What follows belongs to an exercise in optimizing a design on an open flow for small area, a short achievable clock period and few clock cycles; a production flow would make more cautious choices.
Function was checked by simulation only, so behaviour that the tests miss may differ from the original.
Power and IR drop assume default switching activity.

## v6
==> flow/design.v (excerpt) <==
module grid_polygon_span_cell_list (
    input  wire logic               i_clk,
    input  wire logic               i_rst_n,
    input  wire logic               i_in_valid,
    output logic                    o_in_stall,
    input  wire logic [1:0]         i_operation,
    input  wire logic signed [23:0] i_start_x,
    input  wire logic signed [23:0] i_start_z,
    input  wire logic signed [23:0] i_end_x,
    input  wire logic signed [23:0] i_end_z,
    output logic                    o_out_valid,
    input  wire logic               i_out_stall,
    output logic                    o_cell_valid,
    output logic [11:0]             o_cell_index,
    output logic                    o_list_last,
    input  wire logic               i_cfg_valid,
    output logic                    o_cfg_ready,
    input  wire logic [1:0]         i_cfg_index,
    input  wire logic [15:0]        i_cfg_data
);
Size in the first run: about 140 I/O pins, roughly 0.089 mm² of cells after synthesis.
==> flow/config.mk <==
export PLATFORM = sky130hd
export DESIGN_NAME = grid_polygon_span_cell_list
export DESIGN_NICKNAME = grid_polygon_span_cell_list
export VERILOG_FILES = /design/flow/design.v
export SDC_FILE = /design/flow/constraint.sdc
export NUM_CORES = 4
export LEC_CHECK = 0
export ABC_CLOCK_PERIOD_IN_PS = 4500
export CAP_MARGIN = 20
export CORE_MARGIN = 2
export CORE_UTILIZATION = 55
export SETUP_SLACK_MARGIN = 5
export SLEW_MARGIN = 20
==> flow/constraint.sdc <==
create_clock -name core_clock -period 12.0 [get_ports {i_clk}]
set_input_delay 2.4000 -clock core_clock [delete_from_list [all_inputs] [get_ports {i_clk}]]
set_output_delay 2.4000 -clock core_clock [all_outputs]
set_load 0.01 [all_outputs]
run.sh (not shown) runs the stock make flow with config.mk's settings and CLKGATE_MAP_FILE= SYNTH_SCRIPT=/design/flow/synth_recipe.tcl, a recipe that flattens the netlist after the stock synthesis.
Testbench counts of v6, summed over its fixed seeds: cycles 24,446.
Relative to v6, the following input files were edited for v7:
-- flow/design.v --
<<< v6, line 128
    logic               r_mdone, r_msq;
    logic               r_lbusy, r_ldone, r_lsq, r_lsat;
    logic               r_ltx;           
    logic signed [25:0] r_tx;
    logic [5:0]         r_trow;
    logic [3:0]         r_lcnt;
    logic               r_xbusy;
>>> v7, line 128
    logic               r_mdone, r_msq;
    logic               r_lbusy, r_ldone, r_lsq, r_lsat;
    logic [3:0]         r_lcnt;
    logic               r_xbusy;
<<< v6, line 168
    logic signed [25:0] w_txs;     
    always_comb begin
        unique case (r_state)
            S_IDLE:  w_xa = w_ix1e;
            S_LOOP:  w_xa = r_ltx ? r_tx : w_ix1e;
            S_B3:    w_xa = w_x0e;
            S_XLD:   w_xa = w_txs;
            default: w_xa = r_tx;
        endcase
        w_za = (r_state == S_B3) ? w_z0e : w_iz1e;
    end
    assign w_xs_a = w_xa[25] ? w_xa : {6'd0, w_xa[25:6]};
>>> v7, line 165
    logic signed [25:0] w_txs;     
    always_comb begin
        if (w_rdy) begin
            w_xa = w_ix1e;
        end else begin
            unique case (r_state)
                S_B3:    w_xa = w_x0e;
                S_XLD:   w_xa = w_txs;
                default: w_xa = w_tx;
            endcase
        end
        w_za = w_rdy ? w_iz1e : w_z0e;
    end
    assign w_xs_a = w_xa[25] ? w_xa : {6'd0, w_xa[25:6]};
<<< v6, line 247
    assign w_lp_away  = w_lp && !w_meq && !w_ingrid && w_away;
    assign w_lp_skip  = w_lp && !w_meq && !w_ingrid && !w_away;
    assign w_pe       = (r_mcnt == 3'd0) && !r_mdone && !r_lbusy && !r_ldone && !r_ltx &&
                        !r_xbusy && !r_wv;
    assign w_mfree    = (r_mcnt == 3'd0) && (!r_mdone || w_m2l);
    assign w_lp_done  = (w_lp_fin || w_lp_away) && w_pe;
>>> v7, line 246
    assign w_lp_away  = w_lp && !w_meq && !w_ingrid && w_away;
    assign w_lp_skip  = w_lp && !w_meq && !w_ingrid && !w_away;
    assign w_pe       = (r_mcnt == 3'd0) && !r_mdone && !r_lbusy && !r_ldone && !r_xbusy && !r_wv;
    assign w_mfree    = (r_mcnt == 3'd0) && (!r_mdone || w_m2l);
    assign w_lp_done  = (w_lp_fin || w_lp_away) && w_pe;
<<< v6, line 380
    logic w_xfin;
    assign w_xfin = r_xbusy && (r_xcnt == 2'd1);
    logic w_ltx;
    assign w_l2x  = r_ltx && (!r_xbusy || w_xfin);
    assign w_ltx  = r_ldone && (!r_ltx || w_l2x);
    assign w_m2l  = r_mdone && (!r_lbusy && (!r_ldone || w_ltx));
    always_ff @(posedge i_clk) begin
        if (!i_rst_n) begin
            r_lbusy <= 1'b0;
            r_ldone <= 1'b0;
            r_ltx   <= 1'b0;
            r_xbusy <= 1'b0;
            r_wv    <= 1'b0;
>>> v7, line 378
    logic w_xfin;
    assign w_xfin = r_xbusy && (r_xcnt == 2'd1);
    assign w_l2x  = r_ldone && (!r_xbusy || w_xfin);
    assign w_m2l  = r_mdone && (!r_lbusy && (!r_ldone || w_l2x));
    always_ff @(posedge i_clk) begin
        if (!i_rst_n) begin
            r_lbusy <= 1'b0;
            r_ldone <= 1'b0;
            r_xbusy <= 1'b0;
            r_wv    <= 1'b0;
<<< v6, line 399
                    r_lbusy <= 1'b0;
                    r_ldone <= 1'b1;
                end else if (w_ltx) begin
                    r_ldone <= 1'b0;
                end
            end
            if (w_ltx) begin
                r_ltx <= 1'b1;
            end else if (w_l2x) begin
                r_ltx <= 1'b0;
            end
            if (w_l2x) begin
>>> v7, line 394
                    r_lbusy <= 1'b0;
                    r_ldone <= 1'b1;
                end else if (w_l2x) begin
                    r_ldone <= 1'b0;
                end
            end
            if (w_l2x) begin
<<< v6, line 429
            r_lcnt <= r_lcnt - 4'd1;
        end
        if (w_ltx) begin
            r_tx   <= w_tx;
            r_trow <= r_lrow;
        end
        if (w_l2x) begin
            r_xrow <= r_trow;
            r_xcnt <= w_xres ? 2'd1 : 2'd3;
        end else if (r_xbusy) begin
>>> v7, line 419
            r_lcnt <= r_lcnt - 4'd1;
        end
        if (w_l2x) begin
            r_xrow <= r_lrow;
            r_xcnt <= w_xres ? 2'd1 : 2'd3;
        end else if (r_xbusy) begin
## What came out
- Setup slack in v7 is 0.57 ns lower than in v6
- From v6 to v7 the numbers moved as follows: total power moved up; area of all placed cells without fillers now smaller; setup slack after placement fell by 0.12 ns.
- Against v6, post-layout minimum cycle time in v7 came out worse.
- When the final numbers for v6 and v7 were put side by side, the worst hold slack turned out to be greater in v6.
- v7 vs v6, sequential cell count went down by 2.2%.
- Lower final-layout clock buffer total was reported by v7, not v6.
- In v7, the final-stage net count came out 412 below the value in v6.
Testbench counts of v7, summed over its fixed seeds: cycles 23,777.

[what the ideal ports hide]
The flow's constraints put no driver on any port. The routed layouts listed below were extracted and timed again, unchanged, in two steps. Step 1: set_driving_cell puts a clkbuf_16 on i_clk and a buf_2 on each other input, an assumption about the parent block. Step 2 times the ports against the registers' clock, not the clock port: input delays grow and output delays shrink by t, the midpoint of the rising clock arrivals with the driver on. a / b / c = ideal / step 1 / step 2; a / b = the first two.
| run | shift t [ns] | slack for setup (ns) | clock arrival spread, ns |
|---|---|---|---|
| v6 | 0.887 | 4.957 / 4.871 / 4.381 | 0.063 / 0.064 |
| v7 | 0.903 | 4.385 / 4.385 / 4.352 | 0.086 / 0.086 |
After both steps setup and hold are still met in every run listed. The setup slack of v6, which loses most, moves by -0.086 ns with the drivers and by -0.576 ns with both steps.
